This design comes from an exercise in tuning for small area and a short achievable clock period on the open sky130 flow, not from production work. Only simulation tests tie the RTL to the original design; equivalence was not proved. No run shown here takes its clock network from TritonCTS; it comes from the design's own scripts or RTL. The flow treats the clock pin as an ideal source. Dropping or thinning the clock tree relies on that and would not hold on a real chip. No activity file was given, so power comes from the tool's default toggle rates.

==> flow/run.sh <==
#!/bin/bash
# The standard layout (bash standard.sh), with the clock tree built by
# flow/clock_tree.tcl instead of TritonCTS, ports buffered with buf_4 and
# no delay cells used as buffers after placement. Each tool's full output
# is in orfs/logs/; this script's own output is in run_flow.log.
set -euo pipefail
here="$(pwd)"
export PRE_CTS_TCL="$here/flow/cts_hook.tcl"
export PRE_RESIZE_TCL="$here/flow/dont_use_delay.tcl"
export PRE_GLOBAL_ROUTE_TCL="$here/flow/dont_use_delay.tcl"
export BUFFER_PORTS_ARGS="-buffer_cell sky130_fd_sc_hd__buf_4"
export MIDS_PER_ROOT=8
export LEAF_SINKS=28
bash standard.sh PRE_CTS_TCL="$PRE_CTS_TCL" PRE_RESIZE_TCL="$PRE_RESIZE_TCL" \
  PRE_GLOBAL_ROUTE_TCL="$PRE_GLOBAL_ROUTE_TCL" BUFFER_PORTS_ARGS="$BUFFER_PORTS_ARGS" \
  finish 2>&1 | tee "$here/run_flow.log"
==> flow/clock_tree.tcl <==
# Three-level clock tree: the clock port drives four root buffers, each
# root drives the mid buffers of its quarter of the die, each mid buffer
# the leaf buffers of its part of that quarter, each leaf drives
# a compact cluster of about LEAF_SINKS flip-flop clock pins. Clusters are
# made by recursive bisection of the sink positions, so all leaves carry
# the same number of sinks and all buffers above them the same fanout.

proc ct_centroid {pts} {
  set sx 0.0
  set sy 0.0
  foreach p $pts {
    set sx [expr {$sx + [lindex $p 1]}]
    set sy [expr {$sy + [lindex $p 2]}]
  }
  set n [llength $pts]
  return [list [expr {int($sx / $n)}] [expr {int($sy / $n)}]]
}

# split pts (list of {iterm x y}) into n groups of equal size
proc ct_bisect {pts n} {
  if {$n <= 1} {
    return [list $pts]
  }
  set xs [lmap p $pts {lindex $p 1}]
  set ys [lmap p $pts {lindex $p 2}]
  set w [expr {[tcl::mathfunc::max {*}$xs] - [tcl::mathfunc::min {*}$xs]}]
  set h [expr {[tcl::mathfunc::max {*}$ys] - [tcl::mathfunc::min {*}$ys]}]
  set idx [expr {$w >= $h ? 1 : 2}]
  set sorted [lsort -integer -index $idx $pts]
  set n1 [expr {$n / 2}]
  set cut [expr {int(round([llength $pts] * double($n1) / $n))}]
  set a [lrange $sorted 0 [expr {$cut - 1}]]
  set b [lrange $sorted $cut end]
  return [concat [ct_bisect $a $n1] [ct_bisect $b [expr {$n - $n1}]]]
}

proc ct_make_buffer {block master name x y} {
  set inst [odb::dbInst_create $block $master $name]
  set w [$master getWidth]
  set h [$master getHeight]
  $inst setLocation [expr {$x - $w / 2}] [expr {$y - $h / 2}]
  $inst setPlacementStatus PLACED
  return $inst
}

proc ct_out_iterm {inst} {
  foreach it [$inst getITerms] {
    if {[$it isOutputSignal]} {
      return $it
    }
  }
  error "no output on [$inst getName]"
}

proc ct_in_iterm {inst} {
  foreach it [$inst getITerms] {
    if {[$it isInputSignal]} {
      return $it
    }
  }
  error "no input on [$inst getName]"
}

proc build_two_level_clock_tree {args} {
  set clk_port CLK
  set leaf_sinks 28
  set n_roots 4
  set n_mids 4
  if {[info exists ::env(MIDS_PER_ROOT)]} {
    set n_mids $::env(MIDS_PER_ROOT)
  }
  if {[info exists ::env(LEAF_SINKS)]} {
    set leaf_sinks $::env(LEAF_SINKS)
  }
  set block [ord::get_db_block]
  set db [ord::get_db]
  set master [$db findMaster sky130_fd_sc_hd__clkbuf_16]
  set clk_net [$block findNet $clk_port]

  set pts {}
  foreach it [$clk_net getITerms] {
    set inst [$it getInst]
    set bb [$inst getBBox]
    set x [expr {([$bb xMin] + [$bb xMax]) / 2}]
    set y [expr {([$bb yMin] + [$bb yMax]) / 2}]
    lappend pts [list $it $x $y]
  }
  set n_sinks [llength $pts]
  set n_leaves [expr {int(ceil(double($n_sinks) / $leaf_sinks))}]

  set n_groups [expr {$n_roots * $n_mids}]
  set n_leaves [expr {(($n_leaves + $n_groups - 1) / $n_groups) * $n_groups}]
  set per_mid [expr {$n_leaves / $n_groups}]
  puts "clock tree: $n_sinks sinks, $n_roots roots, $n_groups mid buffers, $n_leaves leaf buffers"
  set l 0
  set m 0
  set r 0
  foreach q [ct_bisect $pts $n_roots] {
    set mids {}
    set mid_pos {}
    foreach mg [ct_bisect $q $n_mids] {
      set leaves {}
      set leaf_pos {}
      foreach g [ct_bisect $mg $per_mid] {
        lassign [ct_centroid $g] x y
        set leaf [ct_make_buffer $block $master "clkbuf_leaf_${l}_$clk_port" $x $y]
        set net [odb::dbNet_create $block "clknet_leaf_${l}_$clk_port"]
        $net setSigType CLOCK
        foreach p $g {
          set it [lindex $p 0]
          $it disconnect
          $it connect $net
        }
        [ct_out_iterm $leaf] connect $net
        lappend leaves $leaf
        lappend leaf_pos [list $leaf $x $y]
        incr l
      }
      lassign [ct_centroid $leaf_pos] x y
      set mid [ct_make_buffer $block $master "clkbuf_mid_${m}_$clk_port" $x $y]
      set mnet [odb::dbNet_create $block "clknet_mid_${m}_$clk_port"]
      $mnet setSigType CLOCK
      foreach leaf $leaves {
        [ct_in_iterm $leaf] connect $mnet
      }
      [ct_out_iterm $mid] connect $mnet
      lappend mids $mid
      lappend mid_pos [list $mid $x $y]
      incr m
    }
    lassign [ct_centroid $mid_pos] x y
    set root [ct_make_buffer $block $master "clkbuf_root_${r}_$clk_port" $x $y]
    set rnet [odb::dbNet_create $block "clknet_root_${r}_$clk_port"]
    $rnet setSigType CLOCK
    foreach mid $mids {
      [ct_in_iterm $mid] connect $rnet
    }
    [ct_out_iterm $root] connect $rnet
    [ct_in_iterm $root] connect $clk_net
    incr r
  }
  set_propagated_clock [all_clocks]
}
==> flow/cts_hook.tcl <==
# Sourced by ORFS's cts.tcl before it runs clock_tree_synthesis: replace
# that command with the tree builder of clock_tree.tcl. The rest of the
# CTS step (legalisation, timing repair) runs as in the standard flow.
source [file join [file dirname [info script]] dont_use_delay.tcl]
source [file join [file dirname [info script]] clock_tree.tcl]
rename clock_tree_synthesis ""
proc clock_tree_synthesis {args} {
  build_two_level_clock_tree
}
==> flow/dont_use_delay.tcl <==
# Keep the resizer from using delay cells as buffers in this step (they
# are slow and only meant for hold fixing, which this design does not need).
set_dont_use [get_lib_cells {sky130_fd_sc_hd__clkdlybuf4s* sky130_fd_sc_hd__dlygate4sd* sky130_fd_sc_hd__dlymetal6s*}]
==> standard.sh <==
#!/bin/bash
# synth_recipe.tcl (not shown) runs the flow's synth.tcl, then flattens the netlist and writes it again
# the make line also repeats each setting of config.mk as NAME=value (left out here)
make -C /OpenROAD-flow-scripts/flow DESIGN_CONFIG=/design/flow/config.mk WORK_HOME=/design/flow/orfs CLKGATE_MAP_FILE= SYNTH_SCRIPT=/design/flow/synth_recipe.tcl "${@:-finish}"
==> config.mk <==
export PLATFORM = sky130hd
export DESIGN_NAME = controlTop
export DESIGN_NICKNAME = controlTop
export VERILOG_FILES = /design/flow/design.v
export SDC_FILE = /design/flow/constraint.sdc
export NUM_CORES = 4
export LEC_CHECK = 0
export CAP_MARGIN = 20
export CORE_MARGIN = 2
export CORE_UTILIZATION = 65
export PLACE_DENSITY = 0.7
export SETUP_SLACK_MARGIN = 2.6
export SLEW_MARGIN = 20
==> constraint.sdc <==
create_clock -name core_clock -period 5.0 [get_ports {CLK}]
set_input_delay 1.0000 -clock core_clock [delete_from_list [all_inputs] [get_ports {CLK}]]
set_output_delay 1.0000 -clock core_clock [all_outputs]
set_load 0.01 [all_outputs]
==> design.v <==
package ctrlPkg;
  typedef enum logic [4:0] {
    opNop = 5'h00, opLdr = 5'h01, opStr = 5'h02, opLpt = 5'h03,
    opSpt = 5'h04, opCmp = 5'h05, opAdd = 5'h06, opSub = 5'h07,
    opMul = 5'h08, opAnd = 5'h0B, opOr  = 5'h0C, opXor = 5'h0D,
    opNot = 5'h0E, opLsl = 5'h0F, opLsr = 5'h10,
    opJmp = 5'h14, opJsr = 5'h15, opRts = 5'h16,
    opJoc = 5'h17, opJsc = 5'h18, opRsc = 5'h19
  } opcode_t;
  typedef enum logic [6:0] {
    aluIdle       = 7'h00,
    aluPass       = 7'h40,
    aluCompare    = 7'h60,
    aluAddSub     = 7'h41,
    aluMul        = 7'h42,
    aluLogic      = 7'h44,
    aluShiftLeft  = 7'h48,
    aluShiftRight = 7'h50
  } aluFunc_t;
  typedef enum logic [3:0] {
    busIdle      = 4'h0,
    busAlu       = 4'h1,
    busRam       = 4'h2,
    busDataRom   = 4'h3,
    busGpu       = 4'h4,
    busImmediate = 4'h6
  } busSource_t;
  typedef enum logic [1:0] {pcAdvance, pcJump, pcCall, pcReturn} pcAction_t;
  typedef enum logic {stFetch, stExecute} fetchState_t;
endpackage
`timescale 1ns/10ps
module returnStack (
  input  logic                    CLK,
  input  logic                    arstN,
  input  logic                    execute,
  input  logic                    push,
  input  logic                    pop,
  input  logic [16-1:0] pushValue,
  output logic [16-1:0] top
);
  localparam int Lanes = 4;
  localparam int LaneBits = 2;      
  localparam int Loops = (1 << 8) / Lanes;
  localparam int W = 16;
  localparam int Taps = 3;
  logic [Lanes*Loops*W-1:0] cells;
  logic [Lanes*Loops*W-1:0] cellsNext;
  logic [LaneBits-1:0] ptrLo;       
  logic [LaneBits-1:0] turn;        
  logic [2*Lanes-1:0]  setPos;      
  logic [2*Lanes-1:0]  setPosNext;
  logic [2*Lanes-1:0]  setPosKeep;
  logic [2*Lanes-1:0]  setPosPush;
  logic [2*Lanes-1:0]  setPosPop;
  logic [Lanes-1:0]    setInv;      
  logic                upN;
  logic                dnN;
  logic                rotUp;
  logic [LaneBits-1:0] setRd;       
  logic [LaneBits-1:0] setWr;       
  logic [LaneBits-1:0] setE;        
  logic [LaneBits-1:0] setF;        
  logic [LaneBits-1:0] laneRd;
  logic [LaneBits-1:0] laneWr;
  logic [1:0]          posRd;
  logic [1:0]          posWr;
  logic [1:0]          posWrMoved;
  logic                upE;         
  logic                upF;         
  logic                upNextE;     
  logic [W-1:0]        wrData;
  logic [Lanes*Taps-1:0] rdSel;
  logic [Lanes*Taps-1:0] wrSel;
  logic                rdInv;
  logic                wrInv;
  function automatic logic [1:0] posOf(input logic [2*Lanes-1:0] p,
                                       input logic [LaneBits-1:0] s);
    posOf = p[2*s +: 2];
  endfunction
  function automatic logic moveUp(input logic [1:0] pos,
                                  input logic [LaneBits-1:0] ptr,
                                  input logic [LaneBits-1:0] s);
    logic [LaneBits-1:0] d;
    d = ptr - s;
    moveUp = (2'(pos) + 2'(d >= LaneBits'(Lanes / 2))) <= 2'd1;
  endfunction
  assign setRd = ptrLo - 1'b1;
  assign setWr = ptrLo;
  assign setE = LaneBits'(Lanes - 1) - turn;
  assign setF = LaneBits'(Lanes - 2) - turn;
  assign laneRd = setRd + turn;
  assign laneWr = setWr + turn;
  assign posRd = posOf(setPos, setRd);
  assign posWr = posOf(setPos, setWr);
  assign upE = !upN;
  assign upF = moveUp(posOf(setPos, setF), ptrLo, setF);
  assign upNextE = moveUp(posOf(setPos, setE), ptrLo, setE);
  assign posWrMoved = upNextE ? posWr + 2'd1 : posWr - 2'd1;
  assign wrData = pushValue ^ {W{wrInv}};
  always_ff @(posedge CLK)
  begin
    for (int j = 0; j < Lanes; j++)
      for (int k = 0; k < Taps; k++)
      begin
        rdSel[j*Taps+k] <= laneRd == LaneBits'(j) && posRd == 2'(k);
        if (j == 0)
          wrSel[j*Taps+k] <= laneWr == LaneBits'(Lanes - 1) && posWrMoved == 2'(k);
        else
          wrSel[j*Taps+k] <= laneWr == LaneBits'(j - 1) && posWr == 2'(k);
      end
    rdInv <= setInv[setRd];
    wrInv <= setInv[setWr] ^ (setWr == setE);
  end
  always_comb
  begin
    top = '0;
    for (int j = 0; j < Lanes; j++)
      for (int k = 0; k < Taps; k++)
        if (rdSel[j*Taps+k])
          top = top | cells[((j*Loops)+k)*W +: W];
    top = top ^ {W{rdInv}};
  end
  assign rotUp = execute ? upF : upNextE;
  always_comb
  begin
    for (int s = 0; s < Lanes; s++)
    begin
      setPosKeep[2*s +: 2] = setPos[2*s +: 2];
      if (LaneBits'(s) == setE)
        setPosKeep[2*s +: 2] = upE ? setPosKeep[2*s +: 2] + 2'd1 : setPosKeep[2*s +: 2] - 2'd1;
      if (LaneBits'(s) == setF)
        setPosKeep[2*s +: 2] = upF ? setPosKeep[2*s +: 2] + 2'd1 : setPosKeep[2*s +: 2] - 2'd1;
      setPosPush[2*s +: 2] = setPosKeep[2*s +: 2];
      setPosPop[2*s +: 2] = setPosKeep[2*s +: 2];
      if (LaneBits'(s) == LaneBits'(ptrLo + 1'b1))
        setPosPush[2*s +: 2] = setPosKeep[2*s +: 2] + 2'd1;
      if (LaneBits'(s) == ptrLo)
        setPosPop[2*s +: 2] = setPosKeep[2*s +: 2] - 2'd1;
    end
    if (push)
      setPosNext = setPosPush;
    else if (pop)
      setPosNext = setPosPop;
    else
      setPosNext = setPosKeep;
  end
  always_ff @(posedge CLK or negedge arstN)
  begin
    if (!arstN)
    begin
      ptrLo <= '0;
      turn <= '0;
      setPos <= '0;
      setInv <= '0;
      upN <= 1'b0;
      dnN <= 1'b1;
    end
    else
    begin
      if (execute)
      begin
        if (push)
          ptrLo <= ptrLo + 1'b1;
        else if (pop)
          ptrLo <= ptrLo - 1'b1;
        turn <= turn + LaneBits'(2);
        setPos <= setPosNext;
        setInv[setE] <= !setInv[setE];
        setInv[setF] <= !setInv[setF];
      end
      upN <= !rotUp;
      dnN <= rotUp;
    end
  end
  always_comb
  begin
    for (int k = 0; k < Loops; k++)
    begin
      cellsNext[k*W +: W] =
        ~((cells[(((Lanes-1)*Loops)+((k + Loops - 1) % Loops))*W +: W] | {W{upN}}) &
          (cells[(((Lanes-1)*Loops)+((k + 1) % Loops))*W +: W] | {W{dnN}}));
      for (int j = 1; j < Lanes; j++)
        cellsNext[((j*Loops)+k)*W +: W] = cells[(((j-1)*Loops)+k)*W +: W];
    end
    if (push)
    begin
      for (int j = 0; j < Lanes; j++)
        for (int k = 0; k < Taps; k++)
          if (wrSel[j*Taps+k])
            cellsNext[((j*Loops)+k)*W +: W] = wrData;
    end
  end
  always_ff @(posedge CLK)
    cells <= cellsNext;
endmodule
`timescale 1ns/10ps
module fetchSequencer (
  input  logic                    CLK,
  input  logic                    arstN,
  input  logic                    doCall,
  input  logic                    doReturn,
  input  logic                    branchAlways,
  input  logic                    branchIfTaken,
  input  logic                    returnAlways,
  input  logic                    returnIfTaken,
  input  logic                    taken,
  input  logic [16-1:0] branchTarget,
  output logic                    execute,
  output logic [16-1:0] progRomAdd
);
  ctrlPkg::fetchState_t             state;
  logic [16-1:0] pc;
  logic [16-1:0] pcPlusOne;
  logic [16-1:0] nextPc;
  logic [16-1:0] stackTop;
  logic                    push;
  logic                    pop;
  always_ff @(posedge CLK or negedge arstN)
  begin
    if (!arstN)
      state <= ctrlPkg::stFetch;
    else if (state == ctrlPkg::stFetch)
      state <= ctrlPkg::stExecute;
    else
      state <= ctrlPkg::stFetch;
  end
  assign execute = (state == ctrlPkg::stExecute);
  assign pcPlusOne = pc + 1'b1;
  assign push = doCall;
  assign pop = doReturn;
  logic [16-1:0] pcIfTaken;
  logic [16-1:0] pcIfNotTaken;
  always_comb
  begin
    if (branchAlways || branchIfTaken)
      pcIfTaken = branchTarget;
    else if (returnAlways || returnIfTaken)
      pcIfTaken = stackTop;
    else
      pcIfTaken = pcPlusOne;
    if (branchAlways)
      pcIfNotTaken = branchTarget;
    else if (returnAlways)
      pcIfNotTaken = stackTop;
    else
      pcIfNotTaken = pcPlusOne;
    nextPc = taken ? pcIfTaken : pcIfNotTaken;
  end
  always_ff @(posedge CLK or negedge arstN)
  begin
    if (!arstN)
      pc <= '0;
    else if (execute)
      pc <= nextPc;
  end
  assign progRomAdd = pc;
  returnStack retStack (
    .CLK       (CLK),
    .arstN     (arstN),
    .execute   (execute),
    .push      (push),
    .pop       (pop),
    .pushValue (pcPlusOne),
    .top       (stackTop)
  );
endmodule
`timescale 1ns/10ps
module instructionDecoder (
  input  logic                       CLK,
  input  logic                       arstN,
  input  logic                       execute,
  input  logic [32-1:0]    controlWord,
  input  logic [6-1:0]  aluStatus,
  output logic [3-1:0] operand1,
  output logic [3-1:0] operand2,
  output logic [3-1:0] results,
  output ctrlPkg::aluFunc_t          aluOperation,
  output logic [3:0]                 aluParams,
  output ctrlPkg::busSource_t        busState,
  output logic                       aluReadBus,
  output logic                       ramWrite,
  output logic                       gpuWrite,
  output logic [16-1:0]    dout,
  output logic                       doCall,
  output logic                       doReturn,
  output logic                       branchAlways,
  output logic                       branchIfTaken,
  output logic                       returnAlways,
  output logic                       returnIfTaken,
  output logic                       taken,
  output logic [16-1:0]    branchTarget,
  output logic                       ramLoad,
  output logic                       romLoad,
  output logic                       gpuLoad,
  output logic                       fromPointer,
  output logic [16-1:0]    immediate
);
  logic [1:0]                 variant;
  logic [4:0]                 opcode;
  logic [3-1:0] op1Field;
  logic [3-1:0] op2Field;
  logic [3-1:0] resultField;
  logic [6-1:0]  condMask;
  logic [16-1:0]    immField;
  assign variant = controlWord[1:0];
  assign opcode = controlWord[6:2];
  assign op1Field = controlWord[9:7];
  assign op2Field = controlWord[12:10];
  assign resultField = controlWord[15:13];
  assign condMask = controlWord[12:7];
  assign immField = controlWord[31:16];
  logic isLdr, isStr, isLpt, isSpt, isCmp, isAdd, isSub, isMul;
  logic isAnd, isOr, isXor, isNot, isLsl, isLsr;
  logic isLoad;    
  logic isAlu;     
  logic v0, v1, v2, v3;
  assign taken = |(condMask & aluStatus);
  logic [3:0] opHi;
  logic [7:0] opLo;
  always_comb
  begin
    for (int i = 0; i < 4; i++)
      opHi[i] = opcode[4:3] == 2'(i);
    for (int i = 0; i < 8; i++)
      opLo[i] = opcode[2:0] == 3'(i);
  end
  assign isLdr = opHi[0] & opLo[1];    
  assign isStr = opHi[0] & opLo[2];    
  assign isLpt = opHi[0] & opLo[3];    
  assign isSpt = opHi[0] & opLo[4];    
  assign isCmp = opHi[0] & opLo[5];    
  assign isAdd = opHi[0] & opLo[6];    
  assign isSub = opHi[0] & opLo[7];    
  assign isMul = opHi[1] & opLo[0];    
  assign isAnd = opHi[1] & opLo[3];    
  assign isOr = opHi[1] & opLo[4];     
  assign isXor = opHi[1] & opLo[5];    
  assign isNot = opHi[1] & opLo[6];    
  assign isLsl = opHi[1] & opLo[7];    
  assign isLsr = opHi[2] & opLo[0];    
  assign isLoad = opHi[0] & (opLo[1] | opLo[3]);
  assign isAlu = (opHi[0] & (opLo[5] | opLo[6] | opLo[7])) |
                 (opHi[1] & (opLo[0] | opLo[3] | opLo[4] | opLo[5] | opLo[6] | opLo[7])) |
                 (opHi[2] & opLo[0]);
  assign v0 = variant == 2'd0;
  assign v1 = variant == 2'd1;
  assign v2 = variant == 2'd2;
  assign v3 = variant == 2'd3;
  logic loadOperand1;
  logic loadOperand2;
  logic loadResults;
  logic loadParams;
  logic loadDout;
  logic ramSel;
  logic romSel;
  logic gpuSel;
  assign loadOperand1 = isStr | isSpt | isAlu;
  assign loadOperand2 = isAlu & v1;
  assign loadResults = isLoad | (isAlu & !isCmp);
  assign loadParams = isAlu;
  assign loadDout = (isLdr & v3) | isSpt | (isAlu & v3);
  assign ramSel = ((isLoad | isStr | isAlu) & v0) | (isSpt & !variant[0]);
  assign romSel = isLoad & v1;
  assign gpuSel = ((isLoad | isStr | isAlu) & v2) | (isSpt & variant[0]);
  assign fromPointer = isLpt | isSpt;
  logic [6:0] nxtAluOp;
  logic [3:0] nxtParams;
  logic [3:0] nxtBus;
  logic       busSelRam, busSelRom, busSelGpu, busSelImm, busSelAlu;
  logic       nxtReadBus;
  logic       nxtRamWrite;
  logic       nxtGpuWrite;
  assign nxtAluOp = {isLoad | isAlu, isCmp, isLsr, isLsl,
                     isAnd | isOr | isXor | isNot, isMul, isAdd | isSub};
  assign nxtParams = {2'b00, isXor | isNot, isSub | isOr | isNot};
  assign busSelRam = (isLoad | isAlu) & v0;
  assign busSelRom = isLoad & v1;
  assign busSelGpu = (isLoad | isAlu) & v2;
  assign busSelImm = (isLdr & v3) | (isSpt & variant[1]) | (isAlu & v3);
  assign busSelAlu = isStr | (isSpt & !variant[1]);
  assign nxtBus = {1'b0, busSelGpu | busSelImm, busSelRam | busSelRom | busSelImm,
                   busSelRom | busSelAlu};
  assign nxtReadBus = isLoad | (isAlu & !v1);
  assign nxtRamWrite = (isStr & v0) | (isSpt & !variant[0]);
  assign nxtGpuWrite = (isStr & v2) | (isSpt & variant[0]);
  assign branchAlways = opHi[2] & (opLo[4] | opLo[5]);
  assign branchIfTaken = (opHi[2] & opLo[7]) | (opHi[3] & opLo[0]);
  assign returnAlways = opHi[2] & opLo[6];
  assign returnIfTaken = opHi[3] & opLo[1];
  assign doCall = execute && ((opHi[2] & opLo[5]) || ((opHi[3] & opLo[0]) && taken));
  assign doReturn = execute && ((opHi[2] & opLo[6]) || ((opHi[3] & opLo[1]) && taken));
  assign branchTarget = immField;
  assign immediate = immField;
  assign ramLoad = execute && ramSel;
  assign romLoad = execute && romSel;
  assign gpuLoad = execute && gpuSel;
  always_ff @(posedge CLK or negedge arstN)
  begin
    if (!arstN)
    begin
      operand1 <= '0;
      operand2 <= '0;
      results <= '0;
      aluOperation <= ctrlPkg::aluIdle;
      aluParams <= '0;
      busState <= ctrlPkg::busIdle;
      aluReadBus <= 1'b0;
      ramWrite <= 1'b0;
      gpuWrite <= 1'b0;
      dout <= '0;
    end
    else if (execute)
    begin
      if (loadOperand1)
        operand1 <= op1Field;
      if (loadOperand2)
        operand2 <= op2Field;
      if (loadResults)
        results <= resultField;
      aluOperation <= ctrlPkg::aluFunc_t'(nxtAluOp);
      if (loadParams)
        aluParams <= nxtParams;
      busState <= ctrlPkg::busSource_t'(nxtBus);
      aluReadBus <= nxtReadBus;
      ramWrite <= nxtRamWrite;
      gpuWrite <= nxtGpuWrite;
      if (loadDout)
        dout <= immField;
    end
    else
    begin
      ramWrite <= 1'b0;
      gpuWrite <= 1'b0;
    end
  end
endmodule
`timescale 1ns/10ps
module addressPointers (
  input  logic                    CLK,
  input  logic                    arstN,
  input  logic                    ramLoad,
  input  logic                    romLoad,
  input  logic                    gpuLoad,
  input  logic                    fromPointer,
  input  logic [16-1:0] immediate,
  input  logic [16-1:0] freg,
  input  logic [16-1:0] greg,
  input  logic [16-1:0] hreg,
  output logic [16-1:0] ramAdd,
  output logic [16-1:0] dataRomAdd,
  output logic [16-1:0] gpuAdd
);
  logic [2:0]              loadVec;
  logic [16-1:0] ptrSrc [3];
  logic [16-1:0] ptrReg [3];
  assign loadVec = {gpuLoad, romLoad, ramLoad};
  assign ptrSrc[0] = freg;
  assign ptrSrc[1] = greg;
  assign ptrSrc[2] = hreg;
  for (genvar i = 0; i < 3; i++)
  begin : gPtr
    always_ff @(posedge CLK or negedge arstN)
    begin
      if (!arstN)
        ptrReg[i] <= '0;
      else if (loadVec[i])
        ptrReg[i] <= fromPointer ? ptrSrc[i] : immediate;
    end
  end
  assign ramAdd = ptrReg[0];
  assign dataRomAdd = ptrReg[1];
  assign gpuAdd = ptrReg[2];
endmodule
`timescale 1ns/10ps
module controlTop (
  input  logic                       CLK,
  input  logic                       arstN,
  input  logic [32-1:0]    controlWord,
  input  logic [6-1:0]  aluStatus,
  input  logic [16-1:0]    freg,
  input  logic [16-1:0]    greg,
  input  logic [16-1:0]    hreg,
  output logic [16-1:0]    progRomAdd,
  output logic [16-1:0]    ramAdd,
  output logic [16-1:0]    dataRomAdd,
  output logic [16-1:0]    gpuAdd,
  output logic [3-1:0] operand1,
  output logic [3-1:0] operand2,
  output logic [3-1:0] results,
  output ctrlPkg::aluFunc_t          aluOperation,
  output logic [3:0]                 aluParams,
  output ctrlPkg::busSource_t        busState,
  output logic                       aluReadBus,
  output logic                       ramWrite,
  output logic                       gpuWrite,
  output logic [16-1:0]    dout
);
  logic                    execute;
  logic                    branchAlways;
  logic                    branchIfTaken;
  logic                    returnAlways;
  logic                    returnIfTaken;
  logic                    taken;
  logic                    doCall;
  logic                    doReturn;
  logic [16-1:0] branchTarget;
  logic                    ramLoad;
  logic                    romLoad;
  logic                    gpuLoad;
  logic                    fromPointer;
  logic [16-1:0] immediate;
  fetchSequencer fetchSeq (
    .CLK          (CLK),
    .arstN        (arstN),
    .branchAlways (branchAlways),
    .branchIfTaken(branchIfTaken),
    .returnAlways (returnAlways),
    .returnIfTaken(returnIfTaken),
    .taken        (taken),
    .doCall       (doCall),
    .doReturn     (doReturn),
    .branchTarget (branchTarget),
    .execute      (execute),
    .progRomAdd   (progRomAdd)
  );
  instructionDecoder decoder (
    .CLK          (CLK),
    .arstN        (arstN),
    .execute      (execute),
    .controlWord  (controlWord),
    .aluStatus    (aluStatus),
    .operand1     (operand1),
    .operand2     (operand2),
    .results      (results),
    .aluOperation (aluOperation),
    .aluParams    (aluParams),
    .busState     (busState),
    .aluReadBus   (aluReadBus),
    .ramWrite     (ramWrite),
    .gpuWrite     (gpuWrite),
    .dout         (dout),
    .branchAlways (branchAlways),
    .branchIfTaken(branchIfTaken),
    .returnAlways (returnAlways),
    .returnIfTaken(returnIfTaken),
    .taken        (taken),
    .doCall       (doCall),
    .doReturn     (doReturn),
    .branchTarget (branchTarget),
    .ramLoad      (ramLoad),
    .romLoad      (romLoad),
    .gpuLoad      (gpuLoad),
    .fromPointer  (fromPointer),
    .immediate    (immediate)
  );
  addressPointers pointers (
    .CLK         (CLK),
    .arstN       (arstN),
    .ramLoad     (ramLoad),
    .romLoad     (romLoad),
    .gpuLoad     (gpuLoad),
    .fromPointer (fromPointer),
    .immediate   (immediate),
    .freg        (freg),
    .greg        (greg),
    .hreg        (hreg),
    .ramAdd      (ramAdd),
    .dataRomAdd  (dataRomAdd),
    .gpuAdd      (gpuAdd)
  );
endmodule
==> results of run 1 <==
-- path summary, 6_finish.rpt --
path,slack (ps),startpoint,depth (start not counted),endpoint
max,2610,fetchSeq.pc[13]$_DFFE_PN0P_,1,progRomAdd[13]
min,300,fetchSeq.retStack.cells[2047]$_DFF_P_,0,fetchSeq.retStack.cells[3071]$_DFF_P_
max reg2reg,2670,fetchSeq.pc[0]$_DFFE_PN0P_,8,fetchSeq.retStack.cells[30]$_DFF_P_
min reg2reg,300,fetchSeq.retStack.cells[2047]$_DFF_P_,0,fetchSeq.retStack.cells[3071]$_DFF_P_
max in group asynchronous,3560,arstN,2,pointers.ptrReg[2][11]$_DFFE_PN0P_
min in group asynchronous,430,arstN,1,decoder.dout[5]$_DFFE_PN0P_
-- cells by family (layout without fill, tap and decap cells) --
kind of cell / after synthesis / in the layout
xor+xnor: 72 / 72
simple gates: 435 / 436
compound gates: 1626 / 1628
mux: 47 / 47
buf+inv: 397 / 478
other cells: 1 / 6
flops: 4244 / 4244
fa+ha+maj: 14 / 14
-- flip-flops by register name, indices dropped and copies added (netlist names), named ones only --
name / cells
decoder.gpuWrite: 1
fetchSeq.retStack.upN: 1
fetchSeq.retStack.cells: 4096
fetchSeq.retStack.rdInv: 1
fetchSeq.retStack.rdSel: 12
decoder.results: 3
decoder.aluReadBus: 1
pointers.ptrReg: 48
fetchSeq.retStack.dnN: 1
decoder.busState: 3
fetchSeq.state: 1
decoder.operand2: 3
decoder.dout: 16
decoder.ramWrite: 1
decoder.aluOperation: 7
fetchSeq.pc: 16
decoder.operand1: 3
fetchSeq.retStack.wrSel: 12
fetchSeq.retStack.turn: 1
fetchSeq.retStack.setPos: 8
fetchSeq.retStack.wrInv: 1
decoder.aluParams: 2
fetchSeq.retStack.ptrLo: 2
-- cell type report --
type / instances / area (um2) / share of cell area
timing repair buffer: 261 / 2220 / 0.0203
sequential: 4244 / 85600 / 0.783
inverter: 21 / 78.8 / 0.000721
multi-input combinational: 2200 / 14000 / 0.128
tap: 2044 / 2560 / 0.0234
antenna: 3 / 7.51 / 0.0000686
buffer: 196 / 4900 / 0.0448
-- power groups by stage --
| stage | Combinational [mW] | Sequential (mW) | Clock (mW) |
|---|---|---|---|
| floorplan | 8.74 | 56.4 | 0 |
| global placement | 11.1 | 59.3 | 0 |
| detailed placement | 11.4 | 59.9 | 0 |
| global route | 13.2 | 61.0 | 17.8 |
| finish | 12.0 | 59.2 | 16.3 |
| CTS | 11.8 | 59.4 | 16.6 |
-- layer usage --
layer | wire [um] | up-vias | GRT usage
met1 | 84800 | 23800 | 0.328
met3 | 13300 | 361 | 0.0462
met5 | 13 | - | 0
li1 | - | 23600 | -
met4 | 5720 | 2 | 0.0614
met2 | 74600 | 1357 | 0.317
-- repair_timing --
action	4_1_cts	5_1_grt
resized for setup	59	37
endpoints found under the setup margin	409	217
hold buffers	0	0
cloned	3	1
pin swaps	7	4
setup buffers	15	17
-- synth_stat cells (17+ instances only) --
master | count | area (um2)
buf_4 | 18 | 135
o22ai_1 | 1024 | 6410
o21ai_1 | 159 | 796
dfrtp_1 | 121 | 3030
xor2_1 | 41 | 359
nand2_1 | 228 | 856
a31oi_1 | 54 | 338
clkbuf_1 | 282 | 1060
nand3_1 | 37 | 185
buf_2 | 62 | 310
inv_1 | 21 | 78.8
dfxtp_1 | 4122 | 82500
a22o_1 | 50 | 438
a21oi_1 | 152 | 761
xnor2_1 | 31 | 272
a221oi_1 | 55 | 482
mux2_2 | 17 | 191
nor2_1 | 74 | 278
nor2b_1 | 22 | 138
o21ai_0 | 67 | 335
-- placed cells by master (no fill, tap or decap), drive strengths merged, types with 3 or more instances in the layout --
master | netlist | final
dfxtp | 4122 | 4122
o22ai | 1024 | 1024
buf | 94 | 258
nand2 | 238 | 238
o21ai | 228 | 228
clkbuf | 282 | 199
a21oi | 155 | 157
dfrtp | 121 | 121
nor2 | 76 | 76
a221oi | 56 | 56
a31oi | 54 | 54
a22o | 50 | 50
xor2 | 41 | 41
nand3 | 38 | 38
xnor2 | 31 | 31
mux2 | 28 | 28
nor2b | 22 | 22
inv | 21 | 21
ha | 14 | 14
and2 | 13 | 14
mux2i | 13 | 13
nor3 | 13 | 13
nand2b | 12 | 12
o221ai | 9 | 9
o211ai | 9 | 9
and3 | 7 | 7
a22oi | 7 | 7
o21a | 6 | 6
mux4 | 6 | 6
nand4 | 4 | 4
a21o | 4 | 4
o211a | 4 | 4
o311ai | 4 | 4
a211oi | 4 | 4
diode | 0 | 3
conb | 1 | 3
-- metrics by stage --
step,setup WS (ps),power (mW)
global placement,1320,70.4
floorplan,2440,65.1
global route,2550,92.0
detailed placement,1240,71.3
CTS,2560,87.9
finish,2610,87.5
==> impl_metrics.yaml, run 1 <==
power:
  pwr-share-clk: 0.186
  p_int_mw: 64.0
  power_density_nw_per_um2: 800
  p_comb_frac: 0.137
  p_sw_frac: 0.268
  seqPwrFrac: 0.676
  p_switching_mw: 23.5
  power_leakage_nw: 44.4
  ir_drop_uv: 652
worst_setup_path:
  cp_slowest_cell: "dfrtp_1"
  cp_data_required_time_ps: 4000
  cp_max_fo: 5
  cpLargestDelayFamily: "flip-flops"
  end_kind: "output port"
  cp.arrival_ps: 1390
  cp_slowest_stage_delay_ps: 510
  path_cells: "buf_4"
  worst_setup_path_start_kind: "register"
  timing.critical_path.buf_inv: 1
  worstSetupPathType: "reg -> out"
timing:
  slew_violations: 0
  min_period_over_period: 0.479
  fin_skew_ps: 44.5
  relSlewSlack: 0.326
  hold_violations: 0
  rsz0062_at_grt: "yes"
  setup_viol: 0
  worst_pin_slew_ps: 1010
  min_period_ps: 2390
  hold_ws_ps: 300
  max_freq_ghz: 0.418
  setup_tns_ps: 0
global_route:
  grt_max_degree: 190
  grt_pass1_vias: 47900
  grt_pass1_wl_um: 274000
  antenna_found_initial: 6
  grt_use_total: 0.217
  overflow: 0
logic_synthesis:
  ys.flop_type: "dfxtp_1"
  synth_edf_count: 0
  ys.warnings.count: 6
  muxShareOfSynthArea: 0.00576
  netlist_area_um2: 101000
  yosys.area_share.adder: 0.00174
  synth_top_family_by_area: "compound AO/OA/AOI/OAI gates"
  ys_ff_latch: 4244
  async_flop_share: 0.0287
  synth-simple-area-share: 0.0194
  netlist-cell-type-count: 75
  synth_compound_area_frac: 0.101
  synthXorXnorAreaFrac: 0.00626
  ys_seq_area_frac: 0.850
  syn_avg_cell_area_um2: 14.7
  netlist_instances: 6836
min_path:
  hold_path_class: "reg -> reg"
status:
  status: "finished clean"
die:
  coreArea_um2: 154000
  die_w_um: 398
  dieHeight_um: 398
  die_area_um2: 158000
  start_util: 0.654
  num_io_pins: 195
  rows: 144
place:
  gp_congestion: 0.860
  hpwlAfterDp_um: 105000
  portBuffers: 191
  placedCellCount: 8734
  placed_area_um2: 104000
layout:
  fillCellCount: 10100
  stdcell_area_um2: 109000
  finalNonFillerCells: 8969
  area.growth.synth_to_final_pct: 8.62
  utilization: 0.710
  final_nets: 7026
  drive_gt1_frac: 0.0825
detailed_routing:
  wire_per_inst_um: 19.9
  drt_iter0_markers: 3748
  post_drt_via_cell_ratio: 5.48
  ant_nets: 0
  drc: 0
  drt-pass1-iter-count: 6
  route.vias.total: 49200
  finalWirelength_um: 178000
clock_tree:
  clk_latency_ps: 610
  path_clk_slew_ps: 100
run:
  maxCapViolations: 0
==> run 2, diff against run 1 <==
--- a/config.mk
+++ b/config.mk
@@ -11,3 +11,3 @@
 export PLACE_DENSITY = 0.7
-export SETUP_SLACK_MARGIN = 2.6
+export SETUP_SLACK_MARGIN = 2.7
 export SLEW_MARGIN = 20
==> impl_metrics.yaml, run 2 <==
layout:
  fillCellCount: 10100
  area.growth.synth_to_final_pct: 9.19
  stdcell_area_um2: 110000
  utilization: 0.714
  most-common-layout-cells: "dfxtp_1, o22ai_1, nand2_1"
  largest_reg_flops: 4096
  reg_top3: "fetchSeq.retStack.cells x4096, pointers.ptrReg x48"
  drive_gt1_frac: 0.0970
  regMostFlops: "fetchSeq.retStack.cells"
  final_common_cell: "dfxtp_1"
  finalNonFillerCells: 9006
  final_nets: 7063
logic_synthesis:
  synth_top_area_cell: "dfxtp_1"
  syn_avg_cell_area_um2: 14.7
  ys_ff_latch: 4244
  ys_top_cells_by_area: "dfxtp_1, o22ai_1, dfrtp_1, clkbuf_1, nand2_1"
  netlist-cell-type-count: 75
  async_flop_share: 0.0287
  ys.flop_type: "dfxtp_1"
  netlist_instances: 6836
  ys_top_cells_by_count: "dfxtp_1, o22ai_1, clkbuf_1"
  yosysTopAreaCellShare: 0.819
  netlist_area_um2: 101000
  synth_edf_count: 0
  ys.warnings.count: 6
  synth_most_common_cell: "dfxtp_1"
  ys_seq_area_frac: 0.850
timing:
  min_period_ps: 2310
  setup_tns_ps: 0
  hold_ws_ps: 276
  relSlewSlack: 0.276
  fin_skew_ps: 60.5
  worst_pin_slew_ps: 1090
  max_freq_ghz: 0.432
  hold_violations: 0
  min_period_over_period: 0.463
  rsz0062_at_grt: "yes"
  fin_ws_ps: 2690
  setup_viol: 0
  slew_violations: 0
place:
  gp_congestion: 0.930
  placed_area_um2: 104000
  place_ws_ps: 1430
  placedCellCount: 8734
  portBuffers: 191
  hpwlAfterDp_um: 105000
detailed_routing:
  drc: 0
  drt_iter0_markers: 3983
  post_drt_via_cell_ratio: 5.44
  wire_per_inst_um: 19.5
  ant_nets: 0
  drt-pass1-iter-count: 7
  route.vias.total: 49000
  finalWirelength_um: 175000
die:
  die_area_um2: 158000
  coreArea_um2: 154000
  dieHeight_um: 398
  num_io_pins: 195
  rows: 144
  die_w_um: 398
  start_util: 0.654
global_route:
  grt_max_degree: 172
  overflow: 0
  grt_use_total: 0.215
  grt_pass1_vias: 48100
  antenna_found_initial: 7
  grt_pass1_wl_um: 272000
worst_setup_path:
  cp_slowest_cell: "o21ai_4"
  worstSetupPathType: "in -> reg"
  cp_slowest_stage_delay_ps: 430
  worst_setup_path_start_kind: "input pin"
  cp_max_fo: 16
  path_cells: "buf_4, and4bb_2, o21ai_4, a21oi_4, buf_2, nand2_1, nor3_2, o311ai_2, xnor2_1"
  cp_data_required_time_ps: 5550
  cp.arrival_ps: 2870
  end_kind: "register"
power:
  power_density_nw_per_um2: 798
  p_sw_frac: 0.268
  p_comb_frac: 0.141
  p_switching_mw: 23.5
  ir_drop_uv: 599
  power_leakage_nw: 44.5
  p_int_mw: 64.3
  pwr-share-clk: 0.185
  report.power.total_mw: 87.8
  seqPwrFrac: 0.674
run:
  maxCapViolations: 0
clock_tree:
  holdBufCountCts: 0
  path_clk_slew_ps: 110
  clk_latency_ps: 620
status:
  status: "finished clean"
min_path:
  hold_path_class: "reg -> reg"
## run 2: cell counts after synthesis
Identical to the previous run, type by type.
## run 2: area by class of cell
type | count | area [um2] | share of cell area
Antenna cell | 3 | 7.51 | 0.0000683
Buffer | 196 | 4900 | 0.0446
Inverter | 21 | 86.3 | 0.000785
Multi-Input combinational cell | 2197 | 14400 | 0.131
Sequential cell | 4244 | 85600 | 0.779
Tap cell | 2044 | 2560 | 0.0233
Timing Repair Buffer | 300 | 2420 | 0.0220
Timing Repair inverter | 1 | 5.00 | 0.0000455
## run 2: logic make-up after synthesis
family,synth area share
other,0.0000372
DFF,0.850
muxes,0.00576
buffers and inverters,0.0165
AOI/OAI and AO/OA,0.101
and+or+nand+nor,0.0194
adders and majority gates,0.00174
xor gates and xnor gates,0.00626
## run 2: layer usage
metal | up-vias | GRT usage | share of wire
met4 | 2 | 0.0570 | 0.031
met2 | 1255 | 0.311 | 0.42
li1 | 23700 | - | -
met1 | 23700 | 0.325 | 0.48
met5 | - | 0 | 0.000074
met3 | 327 | 0.0517 | 0.077
## run 2: power by group through the flow
| stage | Combinational (mW) | Sequential, mW | Clock (mW) |
|---|---|---|---|
| 2_1_floorplan | 8.93 | 56.4 | 0 |
| 3_3_place_gp | 11.3 | 59.3 | 0 |
| 3_5_place_dp | 11.6 | 60.0 | 0 |
| 4_1_cts | 12.2 | 59.5 | 16.6 |
| 5_1_grt | 13.6 | 60.9 | 17.8 |
| 6_report | 12.4 | 59.2 | 16.2 |
## run 2: path summary, 6_finish.rpt
path,startpoint,end,slack (ps),depth (start not counted)
worst max-delay path,controlWord[5],fetchSeq.retStack.setPos[3]$_DFFE_PN0P_,2690,9
worst min-delay path,fetchSeq.retStack.cells[2881]$_DFF_P_,fetchSeq.retStack.cells[3905]$_DFF_P_,280,0
worst max register to register,fetchSeq.pc[9]$_DFFE_PN0P_,fetchSeq.retStack.cells[47]$_DFF_P_,2690,8
worst min register to register,fetchSeq.retStack.cells[2881]$_DFF_P_,fetchSeq.retStack.cells[3905]$_DFF_P_,280,0
max in group asynchronous,arstN,fetchSeq.retStack.turn[1]$_DFFE_PN0P_,3730,2
min in group asynchronous,arstN,fetchSeq.pc[3]$_DFFE_PN0P_,390,1
## run 2: timing repair
item                                    CTS  global route
resized for setup                        77            37
pin swaps                                 3             8
buffers inserted                         32            40
endpoints found under the setup margin  431           235
gates cloned                              0             1
## run 2: critical path, delay by kind of cell
family                 cells  cell delay, ps
buffers and inverters      2             450
AND/OR/NAND/NOR            3             450
XOR/XNOR                   1             150
AO/OA/AOI/OAI              3             800
==> run 3, diff against run 2 <==
--- a/config.mk
+++ b/config.mk
@@ -11,3 +11,4 @@
 export PLACE_DENSITY = 0.7
-export SETUP_SLACK_MARGIN = 2.7
+export SETUP_SLACK_MARGIN = 3.0
 export SLEW_MARGIN = 20
+export TNS_END_PERCENT = 5
==> impl_metrics.yaml, run 3 <==
logic_synthesis:
  netlist-cell-type-count: 75
  synth_most_common_cell: "dfxtp_1"
  ys_top_cells_by_count: "dfxtp_1, o22ai_1, clkbuf_1"
  syn_avg_cell_area_um2: 14.7
  ys_top_cells_by_area: "dfxtp_1, o22ai_1, dfrtp_1, clkbuf_1, nand2_1"
  ys_ff_latch: 4244
  yosysTopAreaCellShare: 0.819
  ys.flop_type: "dfxtp_1"
  synth_edf_count: 0
  ys.warnings.count: 6
  netlist_area_um2: 101000
  async_flop_share: 0.0287
  ys_seq_area_frac: 0.850
  synth_top_area_cell: "dfxtp_1"
  netlist_instances: 6836
layout:
  utilization: 0.726
  most-common-layout-cells: "dfxtp_1, o22ai_1, nand2_1"
  finalNonFillerCells: 9142
  area.growth.synth_to_final_pct: 11.1
  final_common_cell: "dfxtp_1"
  reg_top3: "fetchSeq.retStack.cells x4096, pointers.ptrReg x48"
  drive_gt1_frac: 0.110
  largest_reg_flops: 4096
  regMostFlops: "fetchSeq.retStack.cells"
  final_nets: 7200
power:
  power_leakage_nw: 45.3
  ir_drop_uv: 557
  power_density_nw_per_um2: 794
global_route:
  grt_pass1_vias: 49000
  grt_use_total: 0.225
  overflow: 0
  antenna_found_initial: 6
  grt_pass1_wl_um: 283000
  grt_max_degree: 235
timing:
  worst_pin_slew_ps: 1220
  hold_ws_ps: 269
  hold_violations: 0
  min_period_ps: 2430
  setup_viol: 0
  rsz0062_at_grt: "yes"
  max_freq_ghz: 0.411
  relSlewSlack: 0.186
  fin_ws_ps: 2570
  min_period_over_period: 0.486
  slew_violations: 0
  fin_skew_ps: 62.9
  setup_tns_ps: 0
place:
  gp_congestion: 0.850
  hpwlAfterDp_um: 107000
  placedCellCount: 8733
  portBuffers: 191
  place_ws_ps: 1250
worst_setup_path:
  worst_setup_path_start_kind: "register"
  endpoint: "progRomAdd[0]"
  worstSetupPathType: "reg -> out"
  end_kind: "output port"
  reg2reg_slack_ps: 2600
  regToRegEndpoint: "fetchSeq.pc[8]$_DFFE_PN0P_"
  reg2reg_depth: 18
  cp.arrival_ps: 1430
  crit_path_start: "fetchSeq.pc[0]$_DFFE_PN0P_"
  cp_data_required_time_ps: 4000
  reg2reg_from: "fetchSeq.pc[0]$_DFFE_PN0P_"
  cp_max_fo: 3
detailed_routing:
  finalWirelength_um: 191000
  drc: 0
  wire_per_inst_um: 20.9
  post_drt_via_cell_ratio: 5.56
  route.vias.total: 50900
  drt-pass1-iter-count: 8
  drt_iter0_markers: 4379
  ant_nets: 0
clock_tree:
  path_clk_slew_ps: 120
  clk_latency_ps: 630
die:
  rows: 144
  die_area_um2: 158000
  start_util: 0.654
  die_w_um: 398
  coreArea_um2: 154000
  dieHeight_um: 398
  num_io_pins: 195
run:
  maxCapViolations: 0
status:
  status: "finished clean"
min_path:
  hold_path_class: "reg -> reg"
-- run 3: cell count changes in the layout (fill, tap and decap cells not counted), sizes merged, moves of 2 or more --
cell / previous run / this run
buf: 297 / 400
a21oi: 155 / 157
clkinvlp: 3 / 1
clkbuf: 199 / 213
nand2: 238 / 254
-- run 3: cell type report --
type	instances	area, um2
buffer	196	4900
inverter	21	82.6
tap	2044	2560
multi-input combinational	2217	15000
timing repair buffer	418	3690
fill	9880	42200
antenna	2	5.00
sequential	4244	85600
-- run 3: cell families (layout without fill, tap and decap cells) --
logic type	after synthesis	after routing	share of synthesized area
AO/OA/AOI/OAI	1626	1628	0.101
buffers and inverters	397	635	0.0165
other	1	5	0.0000372
adder cells (fa/ha/maj)	14	14	0.00174
XOR/XNOR	72	72	0.00626
multiplexers	47	47	0.00576
AND/OR/NAND/NOR	435	453	0.0194
flip-flops	4244	4244	0.850
-- run 3: how the worst min path moves through the flow --
stage	from	to	cells past startpoint
after CTS	fetchSeq.retStack.cells[57]$_DFF_P_	fetchSeq.retStack.cells[1081]$_DFF_P_	0
after global placement	fetchSeq.retStack.cells[1217]$_DFF_P_	fetchSeq.retStack.cells[2241]$_DFF_P_	0
after global routing	fetchSeq.retStack.cells[57]$_DFF_P_	fetchSeq.retStack.cells[1081]$_DFF_P_	0
after floorplan	fetchSeq.retStack.cells[48]$_DFF_P_	fetchSeq.retStack.cells[1072]$_DFF_P_	0
after detailed placement	fetchSeq.retStack.cells[94]$_DFF_P_	fetchSeq.retStack.cells[1118]$_DFF_P_	0
final	fetchSeq.retStack.cells[57]$_DFF_P_	fetchSeq.retStack.cells[1081]$_DFF_P_	0
-- run 3: where the power goes --
group	leakage (nW)	internal (mW)	switching, mW
clock network	2.42	7.07	9.26
registers	36.3	52.0	7.34
logic	6.60	5.55	7.64
-- run 3: metrics by stage --
step	cell area [um2]	total power [mW]
finish	112000	88.8
global route	112000	93.2
CTS	110000	88.4
detailed placement	104000	71.3
global placement	104000	70.4
floorplan	101000	65.1
-- run 3: worst max-delay path: stages (launching register included) --
cell and delay [ps]:
dfrtp_2 410, buf_1 180, buf_4 220
-- run 3: routing by layer --
metal  global-route usage  share of wire  vias to the layer above
met5                    0       0.000068                        -
met4               0.0763          0.042                        2
met3               0.0505          0.086                      520
met2                0.323           0.41                     1747
met1                0.338           0.46                    24600
li1                     -              -                    24000
-- run 3: what timing repair did --
action	CTS	global route
pin swaps	23	59
cloned	22	12
buffers inserted	63	114
hold buffers	0	0
resized for setup	169	202
endpoints found under the setup margin	1104	1017
==> run 4, diff against run 3 <==
--- a/config.mk
+++ b/config.mk
@@ -11,4 +11,4 @@
 export PLACE_DENSITY = 0.7
-export SETUP_SLACK_MARGIN = 3.0
+export SETUP_SLACK_MARGIN = 2.8
 export SLEW_MARGIN = 20
-export TNS_END_PERCENT = 5
+export TNS_END_PERCENT = 10
==> impl_metrics.yaml, run 4 <==
status:
  status: "finished clean"
min_path:
  hold_path_class: "reg -> reg"
  worst_hold_startpoint: "fetchSeq.retStack.cells[54]$_DFF_P_"
  holdPathStages: 0
die:
  die_area_um2: 158000
  start_util: 0.654
  rows: 144
  die_w_um: 398
  num_io_pins: 195
  coreArea_um2: 154000
  dieHeight_um: 398
detailed_routing:
  finalWirelength_um: 180000
  ant_nets: 0
  route.vias.total: 49300
  post_drt_via_cell_ratio: 5.46
  drc: 0
  drt-pass1-iter-count: 8
  drt_iter0_markers: 4321
  wire_per_inst_um: 20.0
global_route:
  grt_max_degree: 162
  antenna_found_initial: 6
  grt_use_total: 0.219
  grt_pass1_wl_um: 275000
  grt_pass1_vias: 47800
  overflow: 0
logic_synthesis:
  yosysTopAreaCellShare: 0.819
  ys_top_cells_by_area: "dfxtp_1, o22ai_1, dfrtp_1, clkbuf_1, nand2_1"
  ys_seq_area_frac: 0.850
  synth_most_common_cell: "dfxtp_1"
  synth_edf_count: 0
  netlist_area_um2: 101000
  netlist_instances: 6836
  async_flop_share: 0.0287
  ys.warnings.count: 6
  syn_avg_cell_area_um2: 14.7
  netlist-cell-type-count: 75
  ys_ff_latch: 4244
  ys_top_cells_by_count: "dfxtp_1, o22ai_1, clkbuf_1"
  ys.flop_type: "dfxtp_1"
  synth_top_area_cell: "dfxtp_1"
worst_setup_path:
  end_kind: "output port"
  cp_slowest_stage_delay_ps: 500
  cp_max_fo: 6
  cp_slowest_cell: "dfrtp_2"
  cp_data_required_time_ps: 4000
  cpLargestDelayFamily: "flip-flops"
  timing.critical_path.buf_inv: 1
  reg2reg_depth: 5
  crit_path_start: "fetchSeq.pc[8]$_DFFE_PN0P_"
  cp.arrival_ps: 1300
  reg2reg_from: "fetchSeq.pc[2]$_DFFE_PN0P_"
  critical_path_depth: 1
  path_cells: "buf_4"
  worstSetupPathType: "reg -> out"
  worst_setup_path_start_kind: "register"
power:
  pwr-share-clk: 0.185
  p_int_mw: 64.2
  ir_drop_uv: 555
  p_switching_mw: 23.6
  p_sw_frac: 0.269
  seqPwrFrac: 0.675
  power_density_nw_per_um2: 798
  power_leakage_nw: 44.6
  p_comb_frac: 0.140
layout:
  drive_gt1_frac: 0.0885
  final_common_cell: "dfxtp_1"
  final_nets: 7084
  reg_top3: "fetchSeq.retStack.cells x4096, pointers.ptrReg x48"
  regMostFlops: "fetchSeq.retStack.cells"
  area.growth.synth_to_final_pct: 9.16
  most-common-layout-cells: "dfxtp_1, o22ai_1, nand2_1"
  largest_reg_flops: 4096
  utilization: 0.714
timing:
  hold_violations: 0
  min_period_over_period: 0.459
  setup_viol: 0
  min_period_ps: 2300
  slew_violations: 0
  hold_ws_ps: 292
  max_freq_ghz: 0.435
  relSlewSlack: 0.294
  fin_skew_ps: 54.1
  setup_tns_ps: 0
  rsz0062_at_grt: "yes"
  worst_pin_slew_ps: 1060
place:
  gp_congestion: 0.864
  hpwlAfterDp_um: 105000
  portBuffers: 191
clock_tree:
  path_clk_slew_ps: 110
  holdBufCountCts: 0
  clk_latency_ps: 610
run:
  maxCapViolations: 0
## run 4: routing by layer
layer,share of wire,track usage,vias up
li1,-,-,23700
met1,0.48,0.331,23900
met2,0.42,0.317,1361
met3,0.075,0.0485,335
met4,0.032,0.0624,4
met5,0.00063,0,-
## run 4: layout make-up
| class | count | area (um2) |
|---|---|---|
| flip-flops and latches | 4244 | 85600 |
| fillers | 10100 | 44100 |
| multi-input cells | 2201 | 14100 |
| plain buffers | 196 | 4900 |
| repair buffers | 318 | 2610 |
| well taps | 2044 | 2560 |
| inverters | 21 | 82.6 |
| diodes | 2 | 5.00 |
## run 4: path summary, 6_finish.rpt
check | end | slack (ps)
min in group asynchronous | decoder.dout[9]$_DFFE_PN0P_ | 450
max in group asynchronous | fetchSeq.state$_DFF_PN0_ | 3270
hold reg to reg | fetchSeq.retStack.cells[1078]$_DFF_P_ | 290
hold / removal | fetchSeq.retStack.cells[1078]$_DFF_P_ | 290
setup reg to reg | fetchSeq.retStack.cells[37]$_DFF_P_ | 2750
setup / recovery | progRomAdd[8] | 2700
## run 4: logic make-up after synthesis
| group | after synthesis | synth area share |
|---|---|---|
| XOR/XNOR | 72 | 0.00626 |
| multiplexers | 47 | 0.00576 |
| flip-flops | 4244 | 0.850 |
| AO/OA/AOI/OAI | 1626 | 0.101 |
| AND/OR/NAND/NOR | 435 | 0.0194 |
| adder cells (fa/ha/maj) | 14 | 0.00174 |
| other | 1 | 0.0000372 |
| buffers and inverters | 397 | 0.0165 |
## run 4: stage by stage
| step | cell area (um2) | total power, mW | instances | worst slack [ps] |
|---|---|---|---|---|
| after global placement | 104000 | 70.5 | 8734 | 1510 |
| after detailed placement | 104000 | 71.4 | 8734 | 1400 |
| final | 110000 | 87.8 | 9026 | 2700 |
| after global routing | 110000 | 92.2 | 9024 | 2680 |
| after floorplan | 101000 | 65.1 | 6838 | 2420 |
| after CTS | 109000 | 88.0 | 8968 | 2630 |
## run 4: repair_timing
item | 4_1_cts | 5_1_grt
gates resized for setup | 100 | 73
buffers inserted | 34 | 54
setup endpoints to repair | 878 | 308
cloned | 4 | 2
pin swaps | 15 | 11
endpoints found under the hold margin | 0 | 0
## run 4: power groups by stage
| stage | logic, mW | registers (mW) | clock network [mW] |
|---|---|---|---|
| after floorplan | 8.73 | 56.4 | 0 |
| after global placement | 11.1 | 59.4 | 0 |
| after detailed placement | 11.4 | 60.0 | 0 |
| after CTS | 11.9 | 59.5 | 16.6 |
| after global routing | 13.5 | 61.0 | 17.8 |
| final | 12.3 | 59.2 | 16.3 |
==> run 5, diff against run 4 <==
--- a/flow/run.sh
+++ b/flow/run.sh
@@ -11,4 +11,4 @@
 export BUFFER_PORTS_ARGS="-buffer_cell sky130_fd_sc_hd__buf_4"
-export MIDS_PER_ROOT=8
-export LEAF_SINKS=28
+export MIDS_PER_ROOT=6
+export LEAF_SINKS=30
 bash standard.sh PRE_CTS_TCL="$PRE_CTS_TCL" PRE_RESIZE_TCL="$PRE_RESIZE_TCL" \
==> impl_metrics.yaml, run 5 <==
logic_synthesis:
  syn_avg_cell_area_um2: 14.7
  synth_edf_count: 0
  yosys.area_share.adder: 0.00174
  ys_seq_area_frac: 0.850
  ys_top_cells_by_count: "dfxtp_1, o22ai_1, clkbuf_1"
  synthXorXnorAreaFrac: 0.00626
  synth_top_area_cell: "dfxtp_1"
  async_flop_share: 0.0287
  ys.flop_type: "dfxtp_1"
  synth_most_common_cell: "dfxtp_1"
  netlist-cell-type-count: 75
  ys_top_cells_by_area: "dfxtp_1, o22ai_1, dfrtp_1, clkbuf_1, nand2_1"
  netlist_instances: 6836
  ys.warnings.count: 6
  synth_top_family_by_area: "compound AO/OA/AOI/OAI gates"
  muxShareOfSynthArea: 0.00576
  synth-simple-area-share: 0.0194
  synth_compound_area_frac: 0.101
  yosysTopAreaCellShare: 0.819
  netlist_area_um2: 101000
  ys_ff_latch: 4244
worst_setup_path:
  cp_slowest_stage_delay_ps: 510
  critical_path_depth: 1
  cp_slowest_cell: "dfrtp_2"
  worstSetupPathType: "reg -> out"
  worst_setup_path_start_kind: "register"
  cpLargestDelayFamily: "flip-flops"
  cp_max_fo: 2
  cp.arrival_ps: 1290
  path_cells: "buf_6"
  end_kind: "output port"
  cp_data_required_time_ps: 4000
  timing.critical_path.buf_inv: 1
  reg2reg_depth: 5
timing:
  slew_violations: 0
  setup_viol: 0
  fin_skew_ps: 35.1
  max_freq_ghz: 0.437
  hold_violations: 0
  setup_tns_ps: 0
  relSlewSlack: 0.356
  min_period_ps: 2290
  rsz0062_at_grt: "yes"
  worst_pin_slew_ps: 966
  min_period_over_period: 0.458
run:
  maxCapViolations: 0
layout:
  most-common-layout-cells: "dfxtp_1, o22ai_1, nand2_1"
  fillCellCount: 10200
  area.growth.synth_to_final_pct: 8.42
  reg_top3: "fetchSeq.retStack.cells x4096, pointers.ptrReg x48"
  drive_gt1_frac: 0.0837
  final_nets: 7042
  final_common_cell: "dfxtp_1"
  regMostFlops: "fetchSeq.retStack.cells"
  largest_reg_flops: 4096
  finalNonFillerCells: 8983
place:
  portBuffers: 191
  gp_congestion: 0.864
  hpwlAfterDp_um: 105000
  placedCellCount: 8734
global_route:
  grt_max_degree: 162
  grt_pass1_wl_um: 275000
  overflow: 0
  grt_pass1_vias: 48000
  grt_use_total: 0.218
  antenna_found_initial: 6
clock_tree:
  clk_latency_ps: 600
  path_clk_slew_ps: 120
  holdBufCountCts: 0
die:
  dieHeight_um: 398
  rows: 144
  die_area_um2: 158000
  start_util: 0.654
  num_io_pins: 195
  coreArea_um2: 154000
  die_w_um: 398
power:
  power_leakage_nw: 44.3
  ir_drop_uv: 619
  power_density_nw_per_um2: 794
detailed_routing:
  finalWirelength_um: 179000
  wire_per_inst_um: 19.9
  route.vias.total: 48900
  drc: 0
  ant_nets: 0
  drt_iter0_markers: 4251
  post_drt_via_cell_ratio: 5.44
  drt-pass1-iter-count: 6
min_path:
  hold_path_class: "reg -> reg"
  holdPathStages: 0
status:
  status: "finished clean"
run 5: area by class of cell:
cell class                      count  area, um2  area share
Inverter                           21       82.6    0.000756
Sequential cell                  4244      85600       0.784
Buffer                            172       4300      0.0394
Antenna cell                        1       2.50   0.0000229
Multi-Input combinational cell   2200      14000       0.128
Timing Repair Buffer              301       2590      0.0237
Tap cell                         2044       2560      0.0234
run 5: final timing paths:
path | startpoint | end | slack, ps
worst min register to register | fetchSeq.retStack.cells[54]$_DFF_P_ | fetchSeq.retStack.cells[1078]$_DFF_P_ | 300
worst max-delay path | fetchSeq.pc[12]$_DFFE_PN0P_ | progRomAdd[12] | 2710
max in group asynchronous | arstN | fetchSeq.state$_DFF_PN0_ | 3280
worst min-delay path | fetchSeq.retStack.cells[54]$_DFF_P_ | fetchSeq.retStack.cells[1078]$_DFF_P_ | 300
worst max register to register | fetchSeq.pc[2]$_DFFE_PN0P_ | fetchSeq.retStack.cells[21]$_DFF_P_ | 2730
min in group asynchronous | arstN | decoder.dout[15]$_DFFE_PN0P_ | 460
run 5: where the power goes:
part | switching (mW) | internal [mW]
Combinational | 7.07 | 5.13
Sequential | 7.22 | 51.9
Clock | 9.03 | 6.24
Total | 23.3 | 63.3
run 5: worst register-to-register path, delay by kind of cell (launching register included):
family / cells / cell delay (ps)
XOR/XNOR: 2 / 1140
AO/OA/AOI/OAI: 1 / 150
flip-flops: 1 / 480
AND/OR/NAND/NOR: 2 / 360
run 5: stage by stage:
stage	instance area, um2	hold WS [ps]	setup WS, ps	util	power, mW
after detailed placement	104000	312	1400	0.673	71.4
after floorplan	101000	310	2420	-	65.1
after global placement	104000	310	1510	0.673	70.5
final	109000	298	2710	0.709	86.6
after global routing	109000	306	2670	0.709	91.1
after CTS	109000	303	2700	0.707	87.0
run 5: kinds of logic after synthesis:
kind of cell	count (synthesis)
DFF	4244
AOI/OAI and AO/OA	1626
and+or+nand+nor	435
buffers and inverters	397
xor gates and xnor gates	72
muxes	47
adders and majority gates	14
other	1
run 5: what timing repair did:
item / CTS / global route
gates cloned: 5 / 0
endpoints found under the setup margin: 746 / 469
buffers inserted: 45 / 26
hold endpoints to repair: 0 / 0
pin swaps: 13 / 7
gates resized for setup: 109 / 37
run 5: routing by layer:
| metal | routed length (um) | global-route usage | vias to the layer above |
|---|---|---|---|
| li1 | - | - | 23600 |
| met1 | 85300 | 0.331 | 23700 |
| met2 | 74900 | 0.318 | 1213 |
| met3 | 13100 | 0.0464 | 321 |
| met4 | 5520 | 0.0611 | 8 |
| met5 | 51 | 0 | - |
==> run 6, diff against run 5 <==
==> flow/run.sh (replaced) <==
#!/bin/bash
# The standard layout (bash standard.sh), with the clock tree built by
# flow/clock_tree.tcl instead of TritonCTS. Each tool's full output is in
# orfs/logs/; this script's own output is in run_flow.log.
set -euo pipefail
here="$(pwd)"
export PRE_CTS_TCL="$here/flow/cts_hook.tcl"
export MIDS_PER_ROOT=8
export LEAF_SINKS=28
bash standard.sh PRE_CTS_TCL="$PRE_CTS_TCL" finish 2>&1 | tee "$here/run_flow.log"
--- a/flow/cts_hook.tcl
+++ b/flow/cts_hook.tcl
@@ -3,3 +3,2 @@
 # CTS step (legalisation, timing repair) runs as in the standard flow.
-source [file join [file dirname [info script]] dont_use_delay.tcl]
 source [file join [file dirname [info script]] clock_tree.tcl]
--- a/config.mk
+++ b/config.mk
@@ -11,4 +11,3 @@
 export PLACE_DENSITY = 0.7
-export SETUP_SLACK_MARGIN = 2.8
+export SETUP_SLACK_MARGIN = 2.6
 export SLEW_MARGIN = 20
-export TNS_END_PERCENT = 10
removed: flow/dont_use_delay.tcl
==> impl_metrics.yaml, run 6 <==
worst_setup_path:
  cp_slowest_cell: "clkdlybuf4s50_1"
  crit_top_cell: "o211a_1"
  cpLargestDelayFamily: "compound AO/OA/AOI/OAI gates"
  worstSetupPathType: "in -> reg"
  reg2reg_from: "fetchSeq.retStack.rdSel[9]$_DFF_P_"
  cp_max_fo: 8
  cp_slowest_stage_delay_ps: 730
  reg2reg_depth: 6
  regToRegEndpoint: "fetchSeq.pc[10]$_DFFE_PN0P_"
  cp.arrival_ps: 2920
  worst_setup_path_start_kind: "input pin"
layout:
  area.growth.synth_to_final_pct: 9.40
  regMostFlops: "fetchSeq.retStack.cells"
  seq_area_um2: 85600
  reg_top3: "fetchSeq.retStack.cells x4096, pointers.ptrReg x48"
  fillCellCount: 10100
  final_nets: 7056
  largest_reg_flops: 4096
  multiInputGateArea_um2: 14200
  finalNonFillerCells: 8996
  final_common_cell: "dfxtp_1"
  antenna_cells: 0
logic_synthesis:
  ys_seq_area_frac: 0.850
  netlist_instances: 6836
  netlist-cell-type-count: 75
  ys_top_cells_by_area: "dfxtp_1, o22ai_1, dfrtp_1, clkbuf_1, nand2_1"
  ys.flop_type: "dfxtp_1"
  ys_ff_latch: 4244
  syn_avg_cell_area_um2: 14.7
  synth_edf_count: 0
  netlist_area_um2: 101000
  async_flop_share: 0.0287
  yosysTopAreaCellShare: 0.819
  synth_most_common_cell: "dfxtp_1"
  ys_top_cells_by_count: "dfxtp_1, o22ai_1, clkbuf_1"
  ys.warnings.count: 6
detailed_routing:
  drt-pass1-iter-count: 6
  drc: 0
  route.vias.total: 49200
  wire_per_inst_um: 20.1
  finalWirelength_um: 180000
run:
  maxCapViolations: 0
die:
  die_w_um: 398
  die_area_um2: 158000
  num_io_pins: 195
  rows: 144
  start_util: 0.654
  dieHeight_um: 398
timing:
  rsz0062_at_grt: "no"
  hold_violations: 0
  min_period_ps: 2430
  max_freq_ghz: 0.412
  setup_viol: 0
  min_period_over_period: 0.485
  fin_skew_ps: 38.2
  worst_pin_slew_ps: 1190
power:
  ir_drop_uv: 593
  power_density_nw_per_um2: 795
  power_leakage_nw: 44.6
clock_tree:
  path_clk_slew_ps: 110
  clk_latency_ps: 610
status:
  status: "finished clean"
min_path:
  holdPathStages: 0
  worst_hold_startpoint: "fetchSeq.retStack.cells[64]$_DFF_P_"
  hold_end: "fetchSeq.retStack.cells[1088]$_DFF_P_"
place:
  hpwlAfterDp_um: 105000
  portBuffers: 191
  gp_congestion: 0.886
global_route:
  grt_use_total: 0.219
  overflow: 0
  grt_pass1_vias: 48900
## run 6: how the worst max path moves through the flow
| stage | startpoint | cells after the start | slack (ps) | end |
|---|---|---|---|---|
| after floorplan | controlWord[4] | 8 | 2440 | fetchSeq.retStack.setPos[1]$_DFFE_PN0P_ |
| after global placement | controlWord[4] | 8 | 1030 | fetchSeq.pc[4]$_DFFE_PN0P_ |
| after detailed placement | controlWord[4] | 8 | 910 | fetchSeq.pc[4]$_DFFE_PN0P_ |
| after CTS | controlWord[7] | 9 | 2560 | fetchSeq.retStack.setPos[7]$_DFFE_PN0P_ |
| after global routing | aluStatus[1] | 9 | 2590 | fetchSeq.retStack.setPos[7]$_DFFE_PN0P_ |
| final | controlWord[29] | 7 | 2570 | fetchSeq.pc[13]$_DFFE_PN0P_ |
## run 6: logic make-up after synthesis
kind of cell             after synthesis  share of synthesized area
AO/OA/AOI/OAI                       1626                      0.101
flip-flops                          4244                      0.850
buffers and inverters                397                     0.0165
XOR/XNOR                              72                    0.00626
multiplexers                          47                    0.00576
AND/OR/NAND/NOR                      435                     0.0194
other                                  1                  0.0000372
adder cells (fa/ha/maj)               14                    0.00174
## run 6: final cells by class
cell class / instances / share of cell area
plain buffers: 196 / 0.0445
inverters: 21 / 0.000750
multi-input cells: 2208 / 0.129
flip-flops and latches: 4244 / 0.777
well taps: 2044 / 0.0232
repair buffers: 283 / 0.0254
## run 6: metal layers
metal  global-route usage  vias to the layer above  part of all wire
met2                0.319                     1399              0.42
li1                     -                    23700                 -
met1                0.325                    23800              0.46
met4               0.0777                        6             0.041
met5                    0                        -           0.00019
met3               0.0498                      384             0.081
## run 6: metrics by stage
stage | hold slack, ps | area, um2 | setup WS [ps] | total power [mW]
floorplan | 310 | 101000 | 2440 | 65.1
global route | 320 | 110000 | 2590 | 92.1
global placement | 310 | 104000 | 1030 | 70.6
detailed placement | 312 | 104000 | 907 | 71.4
CTS | 308 | 110000 | 2560 | 87.9
finish | 295 | 110000 | 2570 | 87.6
## run 6: repair_timing
action                                  4_1_cts  5_1_grt
endpoints found under the setup margin      421      165
buffers inserted                             27       20
cloned                                       12        3
gates resized for setup                     307       71
pin swaps                                    13       15
hold buffers                                  0        0
## run 6: power by group
part	total, mW	internal, mW	switching [mW]
clock network	16.3	7.07	9.20
logic	12.0	5.02	7.00
registers	59.3	52.0	7.35
total	87.6	64.1	23.6
## run 6: worst register-to-register path: cells and delay by family (launching register included)
family,cells,cell delay [ps]
flops,1,1110
compound gates,4,730
simple gates,1,310
xor+xnor,1,180

Re-timed with assumed drivers on the ports (clkbuf_16 on the clock, buf_2 on other inputs), run 6 has 2.470 ns of setup slack against 2.574 ns with ideal ports, and 1.958 ns once port delays also move by the mid clock arrival of 0.754 ns.
